From an optimization exercise on the open Yosys and OpenROAD flow, aimed at small area, a short achievable clock period and few clock cycles per item; shortcuts taken in it are not production practice. RTL that was checked went through simulation tests only; none was proved equivalent to the original. The flow treats the clock pin as an ideal source. Dropping or thinning the clock tree relies on that and would not hold on a real chip. No activity file was given, so power comes from the tool's default toggle rates.

== job 3290 ==
==> flow/design.v <==
module mem_write_buffer #(
  parameter int DEPTH       = 4,
  parameter int ADDR_WIDTH  = 32,
  parameter int BLOCK_BITS  = 128,
  parameter int OFFSET_BITS = 4
) (
  input  logic                    clk,
  input  logic                    rst,
  input  logic                    mem_req,
  input  logic                    mem_rw,
  input  logic [ADDR_WIDTH-1:0]   mem_addr,
  input  logic [BLOCK_BITS-1:0]   mem_wdata,
  output logic                    mem_ready,
  output logic                    mem_resp,
  output logic [BLOCK_BITS-1:0]   mem_rdata,
  output logic                    mm_req,
  output logic                    mm_rw,
  output logic [ADDR_WIDTH-1:0]   mm_addr,
  output logic [BLOCK_BITS-1:0]   mm_wdata,
  input  logic                    mm_ready,
  input  logic                    mm_resp,
  input  logic [BLOCK_BITS-1:0]   mm_rdata,
  output logic [$clog2(DEPTH):0]  wb_count
);
  localparam int TW = ADDR_WIDTH - OFFSET_BITS;
  logic [TW-1:0]         tag;      
  logic [BLOCK_BITS-1:0] data;     
  logic                  pend;     
  logic [1:0]            nrd;      
  logic                  rfl;      
  logic                  wfl;      
  logic                  cap_rd;   
  logic                  dfree;    
  logic                  wbc;
  logic accept, take, fill;
  logic pend_n, rfl_n, wfl_n, mm_rw_n, cap_rd_n;
  logic [1:0] nrd_n;
  assign accept = mem_req && mem_ready;
  assign take   = mm_req && mm_ready;
  assign fill   = rfl && mm_resp;
  assign mm_addr   = {tag, {OFFSET_BITS{1'b0}}};
  assign mm_wdata  = data;
  assign mem_rdata = data;
  assign wb_count  = {{$clog2(DEPTH){1'b0}}, wbc};
  always_comb begin
    pend_n   = accept || (pend && !take);
    rfl_n    = (take && !mm_rw) || (rfl && !mm_resp);
    wfl_n    = (take && mm_rw) || (wfl && !mm_resp);
    mm_rw_n  = pend ? mm_rw : mem_rw;
    nrd_n    = nrd + {1'b0, accept && !mem_rw} - {1'b0, fill};
    cap_rd_n = mem_req && !mem_rw && !pend && !accept;
  end
  always_ff @(posedge clk) begin
    if (!pend) begin
      tag   <= mem_addr[ADDR_WIDTH-1:OFFSET_BITS];
      mm_rw <= mem_rw;
    end
    if (dfree || rfl)
      data <= (mem_wdata & {BLOCK_BITS{dfree}}) | (mm_rdata & {BLOCK_BITS{rfl}});
  end
  always_ff @(posedge clk or negedge rst) begin
    if (!rst) begin
      pend      <= 1'b0;
      nrd       <= '0;
      rfl       <= 1'b0;
      wfl       <= 1'b0;
      cap_rd    <= 1'b0;
      dfree     <= 1'b0;
      wbc       <= 1'b0;
      mm_req    <= 1'b0;
      mem_ready <= 1'b0;
      mem_resp  <= 1'b0;
    end else begin
      pend      <= pend_n;
      nrd       <= nrd_n;
      rfl       <= rfl_n;
      wfl       <= wfl_n;
      cap_rd    <= cap_rd_n;
      dfree     <= !pend_n && nrd_n == 2'd0;
      wbc       <= pend_n && mm_rw_n;
      mm_req    <= pend_n && !rfl_n && !wfl_n;
      mem_ready <= !pend_n && (nrd_n == 2'd0 || (nrd_n == 2'd1 && cap_rd_n));
      mem_resp  <= (accept && mem_rw) || fill;
    end
  end
endmodule
export LEC_CHECK = 0
export ABC_AREA = 1
export CAP_MARGIN = 20
export CORE_AREA = 5 5 145 145
export DIE_AREA = 0 0 150 150
export SETUP_SLACK_MARGIN = 3.7
export SLEW_MARGIN = 20
create_clock -name core_clock -period 6.0 [get_ports {clk}]
standard.sh (not shown) runs the stock make flow with config.mk's settings and CLKGATE_MAP_FILE= SYNTH_SCRIPT=/design/flow/synth_recipe.tcl, a recipe that flattens the netlist after the stock synthesis.
==> flow/flow/run.sh <==
#!/bin/bash
# The standard layout, with the smallest buffer on every input and output port,
# the pins one routing track apart, and clock nets on default-width wiring (so
# the clock pin can sit one track from its neighbours).
set -euo pipefail
bash standard.sh finish \
  "BUFFER_PORTS_ARGS=-buffer_cell sky130_fd_sc_hd__buf_1" \
  "PLACE_PINS_ARGS=-min_distance 1 -min_distance_in_tracks" \
  "CTS_ARGS=-sink_clustering_enable -repair_clock_nets -apply_ndr none" \
  > flow_make.log 2>&1
Testbench counts of job 3290, summed over its fixed seeds: cycles 251,719, items 48,000.
### job 3290 -> job 1310
Settings: DIE_AREA now 0 0 205 205, was 0 0 150 150; CORE_AREA now 5 5 200 200, was 5 5 145 145.
==> flow/flow/run.sh <==
#!/bin/bash
# The standard layout, with the smallest buffer on every input and output port.
set -euo pipefail
bash standard.sh finish "BUFFER_PORTS_ARGS=-buffer_cell sky130_fd_sc_hd__buf_1" > flow_make.log 2>&1
==> notes.md <==
Placer congestion estimate (job 1310 over job 3290): decrease, 0.061. Relative to job 3290, post-CTS repair timing setup buffer count has gone up in job 1310. Looking at multi-input logic cell count, job 1310 sits below job 3290. Per the comparison of job 1310 with job 3290, die area shows an increase of about 90%, net count of the finished layout shows no meaningful change, wire length on met3 shows an increase of about 4%. Job 1310 ends up with higher number of core rows than job 3290 does.
Here is what was changed in the inputs of job 4982 compared with job 1310.
Settings: changing CORE_AREA from 5 5 200 200 to 5 5 145 145; removing SETUP_SLACK_MARGIN (formerly 3.7); changing DIE_AREA from 0 0 205 205 to 0 0 150 150.
==> flow/flow/run.sh <==
#!/bin/bash
# The standard layout, with the smallest buffer on every input and output port
# and the pins one routing track apart.
set -euo pipefail
bash standard.sh finish "BUFFER_PORTS_ARGS=-buffer_cell sky130_fd_sc_hd__buf_1" "PLACE_PINS_ARGS=-min_distance 1 -min_distance_in_tracks" > flow_make.log 2>&1
Results
- Job 4982 closes out successfully: all stages finished, all timing, DRC and antenna checks passed.
- Comparing job 4982 against job 1310, there is no change at all in layout sequential cell count.
- Note that the instance count after placement with tap cells included recorded for job 4982 amounts to 0.828 times the value seen in job 1310.
- STATUS die area: job 4982 wins against job 1310
- Summary of the comparison: count of clock-buffer cells in the layout is higher in job 4982, relative to job 1310.
Input-level comparison between job 7475 and job 4982:
Settings: putting SETUP_SLACK_MARGIN at 3.7 where nothing was set.
==> flow/flow/run.sh <==
#!/bin/bash
# The standard layout, with:
# - the smallest buffer on every input and output port;
# - the pins one routing track apart, and the pins of each data bit
#   (mem_wdata, mm_rdata, mem_rdata, mm_wdata) and of each address bit
#   (mem_addr, mm_addr) placed next to each other;
# - clock nets on default-width wiring, so the clock pin can sit one track
#   from its neighbours.
set -euo pipefail
groups=""
for i in $(seq 0 127); do
  groups+=" -group_pins {mem_wdata[$i] mm_rdata[$i] mem_rdata[$i] mm_wdata[$i]}"
done
for i in $(seq 4 31); do
  groups+=" -group_pins {mem_addr[$i] mm_addr[$i]}"
done
bash standard.sh finish \
  "BUFFER_PORTS_ARGS=-buffer_cell sky130_fd_sc_hd__buf_1" \
  "PLACE_PINS_ARGS=-min_distance 1 -min_distance_in_tracks$groups" \
  "CTS_ARGS=-sink_clustering_enable -repair_clock_nets -apply_ndr none" \
  > flow_make.log 2>&1
## What came out
- Looking at critical path endpoint, the data[18] result is from job 4982; the mm_wdata[111] one comes from job 7475.
- Comparing job 4982 and job 7475, number of fill cells is higher on job 4982.
- Job 4982 and job 7475 ended up with roughly the same total power.
- From job 7475 to job 4982, standard cell core area did not move at all.
- Comparing job 4982 with job 7475, the post-layout net count came out essentially unchanged.
- Job 7475 against job 4982: fmax has increased, global routing usage on met3 has decreased.

* * *

north:
mem_write_buffer, a different RTL version from the one above (not shown whole).
For scale: about 900 cells after synthesis, ~170 flip-flops, roughly 7200 µm² of cells after synthesis.
==> flow/design.v (excerpt) <==
module mem_write_buffer #(
  parameter int DEPTH       = 4,
  parameter int ADDR_WIDTH  = 32,
  parameter int BLOCK_BITS  = 128,
  parameter int OFFSET_BITS = 4
) (
  input  logic                    clk,
  input  logic                    rst,
  input  logic                    mem_req,
  input  logic                    mem_rw,
  input  logic [ADDR_WIDTH-1:0]   mem_addr,
  input  logic [BLOCK_BITS-1:0]   mem_wdata,
  output logic                    mem_ready,
  output logic                    mem_resp,
  output logic [BLOCK_BITS-1:0]   mem_rdata,
  output logic                    mm_req,
  output logic                    mm_rw,
  output logic [ADDR_WIDTH-1:0]   mm_addr,
  output logic [BLOCK_BITS-1:0]   mm_wdata,
  input  logic                    mm_ready,
  input  logic                    mm_resp,
  input  logic [BLOCK_BITS-1:0]   mm_rdata,
  output logic [$clog2(DEPTH):0]  wb_count
);
Settings: LEC_CHECK=0, ABC_AREA=1, CAP_MARGIN=20, CORE_AREA=5 5 145 145, DIE_AREA=0 0 150 150, SETUP_SLACK_MARGIN=3.95, SLEW_MARGIN=20; clock period 6.0 ns.
==> flow/flow/run.sh <==
#!/bin/bash
# The standard layout, with:
# - the smallest buffer on every input and output port;
# - the pins one routing track apart, and the pins of each data bit
#   (mem_wdata, mm_rdata, mem_rdata, mm_wdata) and of each address bit
#   (mem_addr, mm_addr) placed next to each other, and the control pins
#   together;
# - port buffers kept at the smallest size by timing repair (flow/pre_cts.tcl,
#   released again by flow/final_pre.tcl before the final power connection);
# - a two-level clock tree (flow/clock_tree.tcl, run after the CTS step's own
#   tree and replacing it): the clock port drives four buffers, each driving
#   two buffers that each drive one group of nearby flip-flops.
set -euo pipefail
groups=""
for i in $(seq 0 127); do
  groups+=" -group_pins {mem_wdata[$i] mm_rdata[$i] mem_rdata[$i] mm_wdata[$i]}"
done
for i in $(seq 4 31); do
  groups+=" -group_pins {mem_addr[$i] mm_addr[$i]}"
done
groups+=" -group_pins {rst mem_req mem_rw mem_ready mem_resp mm_req mm_rw mm_ready mm_resp wb_count[0] wb_count[1] wb_count[2]}"
bash standard.sh finish \
  "BUFFER_PORTS_ARGS=-buffer_cell sky130_fd_sc_hd__buf_1" \
  "PLACE_PINS_ARGS=-min_distance 1 -min_distance_in_tracks$groups" \
  "CTS_ARGS=-sink_clustering_enable -repair_clock_nets -apply_ndr none" \
  "PRE_CTS_TCL=$(pwd)/flow/pre_cts.tcl" \
  "POST_CTS_TCL=$(pwd)/flow/clock_tree.tcl" \
  "PRE_FINAL_REPORT_TCL=$(pwd)/flow/final_pre.tcl" \
  > flow_make.log 2>&1
Other scripts of this flow, unchanged in this note and not shown: flow/flow/clock_tree.tcl, flow/flow/final_pre.tcl, flow/flow/pre_cts.tcl
Stage in which a tool error killed north: I/O pin placement (3_2_place_iop).
Testbench counts of north, summed over its fixed seeds: cycles 251,719, items 48,000.
#### Input delta (south over north)
diff --git a/flow/flow/run.sh b/flow/flow/run.sh
--- a/flow/flow/run.sh
+++ b/flow/flow/run.sh
@@ -5,4 +5,3 @@
 #   (mem_wdata, mm_rdata, mem_rdata, mm_wdata) and of each address bit
-#   (mem_addr, mm_addr) placed next to each other, and the control pins
-#   together;
+#   (mem_addr, mm_addr) placed next to each other;
 # - port buffers kept at the smallest size by timing repair (flow/pre_cts.tcl,
@@ -11,3 +10,3 @@
 #   tree and replacing it): the clock port drives four buffers, each driving
-#   two buffers that each drive one group of nearby flip-flops.
+#   three buffers that each drive one group of nearby flip-flops.
 set -euo pipefail
@@ -20,3 +19,2 @@
 done
-groups+=" -group_pins {rst mem_req mem_rw mem_ready mem_resp mm_req mm_rw mm_ready mm_resp wb_count[0] wb_count[1] wb_count[2]}"
 bash standard.sh finish \
[summary]
The flow did not stop early for south: all stages ran, and the layout cleared the timing, DRC and antenna checks.
Post-synthesis simple-gate area fraction across south and north: no real change.
Flip-flop and latch count after synthesis: north vs south — no meaningful difference
Changes observed in south relative to north: synthesized area shows no meaningful change, async set-or-reset flop fraction in the synthesized netlist shows no meaningful change, count of cell types in the netlist shows no meaningful change, horizontal extent of the die shows no meaningful change, starting utilization of the core area shows no meaningful change.
The clock cells of south come from the design's own scripts or RTL, not from TritonCTS.

* * *

## job 5066
mem_write_buffer, a different RTL version from the one above (not shown whole).
Size: roughly 490 cells after synthesis, roughly 170 flip-flops.
## mem_write_buffer
module mem_write_buffer #(
  parameter int DEPTH       = 4,
  parameter int ADDR_WIDTH  = 32,
  parameter int BLOCK_BITS  = 128,
  parameter int OFFSET_BITS = 4
) (
  input  logic                    clk,
  input  logic                    rst,
  input  logic                    mem_req,
  input  logic                    mem_rw,
  input  logic [ADDR_WIDTH-1:0]   mem_addr,
  input  logic [BLOCK_BITS-1:0]   mem_wdata,
  output logic                    mem_ready,
  output logic                    mem_resp,
  output logic [BLOCK_BITS-1:0]   mem_rdata,
  output logic                    mm_req,
  output logic                    mm_rw,
  output logic [ADDR_WIDTH-1:0]   mm_addr,
  output logic [BLOCK_BITS-1:0]   mm_wdata,
  input  logic                    mm_ready,
  input  logic                    mm_resp,
  input  logic [BLOCK_BITS-1:0]   mm_rdata,
  output logic [$clog2(DEPTH):0]  wb_count
);
  localparam int TW = ADDR_WIDTH - OFFSET_BITS;
  logic [TW-1:0]         tag;      
  logic [BLOCK_BITS-1:0] data;     
  logic                  pend;     
  logic                  rd1;      
  logic                  rd2;      
  logic                  rfl;      
  logic                  wfl;      
  logic                  dfree;    
  logic                  wbc;
  logic accept, acc_rd, take, fill, cap_rd;
  logic pend_n, rd0_n, rd1_n, rd2_n, rfl_n, wfl_n, mm_rw_n;
  assign accept = mem_req && mem_ready;
  ...
==> flow/config.mk <==
export PLATFORM = sky130hd
export DESIGN_NAME = mem_write_buffer
export DESIGN_NICKNAME = mem_write_buffer
export VERILOG_FILES = /design/flow/design.v
export SDC_FILE = /design/flow/constraint.sdc
export NUM_CORES = 4
export LEC_CHECK = 0
export ABC_AREA = 1
export CAP_MARGIN = 20
export CORE_AREA = 5 5 145 145
export DIE_AREA = 0 0 150 150
export SETUP_SLACK_MARGIN = 3.7
export SLEW_MARGIN = 20
==> flow/constraint.sdc <==
create_clock -name core_clock -period 6.0 [get_ports {clk}]
set_input_delay 1.2000 -clock core_clock [delete_from_list [all_inputs] [get_ports {clk}]]
set_output_delay 1.2000 -clock core_clock [all_outputs]
set_load 0.01 [all_outputs]
==> flow/flow/run.sh <==
#!/bin/bash
# The standard layout, with:
# - the smallest buffer on every input and output port;
# - the pins one routing track apart, and the pins of each data bit
#   (mem_wdata, mm_rdata, mem_rdata, mm_wdata) and of each address bit
#   (mem_addr, mm_addr) placed next to each other;
# - clock nets on default-width wiring, so the clock pin can sit one track
#   from its neighbours.
set -euo pipefail
groups=""
for i in $(seq 0 127); do
  groups+=" -group_pins {mem_wdata[$i] mm_rdata[$i] mem_rdata[$i] mm_wdata[$i]}"
done
for i in $(seq 4 31); do
  groups+=" -group_pins {mem_addr[$i] mm_addr[$i]}"
done
bash standard.sh finish \
  "BUFFER_PORTS_ARGS=-buffer_cell sky130_fd_sc_hd__buf_1" \
  "PLACE_PINS_ARGS=-min_distance 1 -min_distance_in_tracks$groups" \
  "CTS_ARGS=-sink_clustering_enable -repair_clock_nets -apply_ndr none -sink_clustering_size 40 -sink_clustering_max_diameter 100" \
  > flow_make.log 2>&1
Having completed the whole flow, job 5066 delivered a layout that passed the timing, DRC and antenna checks.
The inputs of job 1231 differ from those of job 5066 as listed below.
diff --git a/flow/flow/run.sh b/flow/flow/run.sh
--- a/flow/flow/run.sh
+++ b/flow/flow/run.sh
@@ -19,3 +19,3 @@
   "PLACE_PINS_ARGS=-min_distance 1 -min_distance_in_tracks$groups" \
-  "CTS_ARGS=-sink_clustering_enable -repair_clock_nets -apply_ndr none -sink_clustering_size 40 -sink_clustering_max_diameter 100" \
+  "CTS_ARGS=-sink_clustering_enable -repair_clock_nets -apply_ndr none" \
   > flow_make.log 2>&1
==> notes.md <==
Job 5066 and job 1231 ended up with nearly the same die area.
As far as met1 track utilization from global routing goes, job 5066 and job 1231 are indistinguishable; the numbers are identical.
As far as power goes, job 5066 and job 1231 are indistinguishable; the numbers are identical.
Modified inputs, job 3867 compared to job 1231
diff --git a/flow/flow/run.sh b/flow/flow/run.sh
--- a/flow/flow/run.sh
+++ b/flow/flow/run.sh
@@ -19,3 +19,3 @@
   "PLACE_PINS_ARGS=-min_distance 1 -min_distance_in_tracks$groups" \
-  "CTS_ARGS=-sink_clustering_enable -repair_clock_nets -apply_ndr none" \
+  "CTS_ARGS=-sink_clustering_enable -repair_clock_nets -apply_ndr none -sink_clustering_size 40 -sink_clustering_max_diameter 100 -sink_clustering_levels 1" \
   > flow_make.log 2>&1
[summary]
Diff job 1231..job 3867 | global-route track usage on met1 | unchanged. Job 1231 -> job 3867: maximum cell stage delay along the critical path flat. Re largest net degree at the start of global routing: no difference whatsoever between job 1231 and job 3867. Reported for job 1231 and job 3867, floorplan die height turned out identical to the last digit. As far as worst-case clock buffer depth goes, job 1231 and job 3867 are indistinguishable; the numbers are identical. As far as detailed-routing iteration count for the pre-antenna-repair pass goes, job 1231 and job 3867 are indistinguishable; the numbers are identical. Flip-flop and latch share of the layout cell area essentially unchanged between job 3867 and job 1231. Job 1231 and job 3867 ended up with nearly the same utilization after layout. Job 1231 -> job 3867: setup slack after layout delta 0, exact match. As far as final worst-path cycle share goes, job 3867 and job 1231 are indistinguishable; the numbers are identical. Clock power essentially unchanged between job 1231 and job 3867.
No functional check of the RTL was part of any run of this note.

[separate check: timing with driven ports]
How much do the figures lean on ideal ports? The routed layouts below were timed once more, with nothing changed but the port constraints.
Step 1 (the two cells are an assumption about what drives the block):
set clk [get_ports {clk}]
set_driving_cell -lib_cell sky130_fd_sc_hd__clkbuf_16 $clk
set_driving_cell -lib_cell sky130_fd_sc_hd__buf_2 [delete_from_list [all_inputs] $clk]
Step 2 moves the port delays by t, midway between the first and last clock arrival at a register: inputs arrive t later, outputs are due t later. That takes back most of the time a late clock gives input paths.
Three values: ideal ports, drivers, drivers and shift; two values: the first two.
| run | t (ns) | slack for setup (ns) | cell pins on the clock port's net |
|---|---|---|---|
| job 3290 | 0.455 | 3.735 / 3.693 / 3.537 | 1 |
| job 1310 | 0.476 | 3.655 / 3.606 / 3.578 | 1 |
| job 4982 | 0.450 | 3.312 / 3.312 / 3.312 | 1 |
| job 7475 | 0.452 | 3.793 / 3.754 / 3.569 | 1 |
| south | 0.312 | 4.023 / 3.933 / 3.972 | 4 |
| job 5066 | 0.448 | 3.798 / 3.759 / 3.944 | 1 |
| job 1231 | 0.448 | 3.798 / 3.759 / 3.944 | 1 |
| job 3867 | 0.448 | 3.798 / 3.759 / 3.944 | 1 |
After both steps every run listed still meets setup and hold. For job 7475, which loses most, drivers alone change the setup slack by -0.039 ns; drivers and shift together by -0.224 ns.
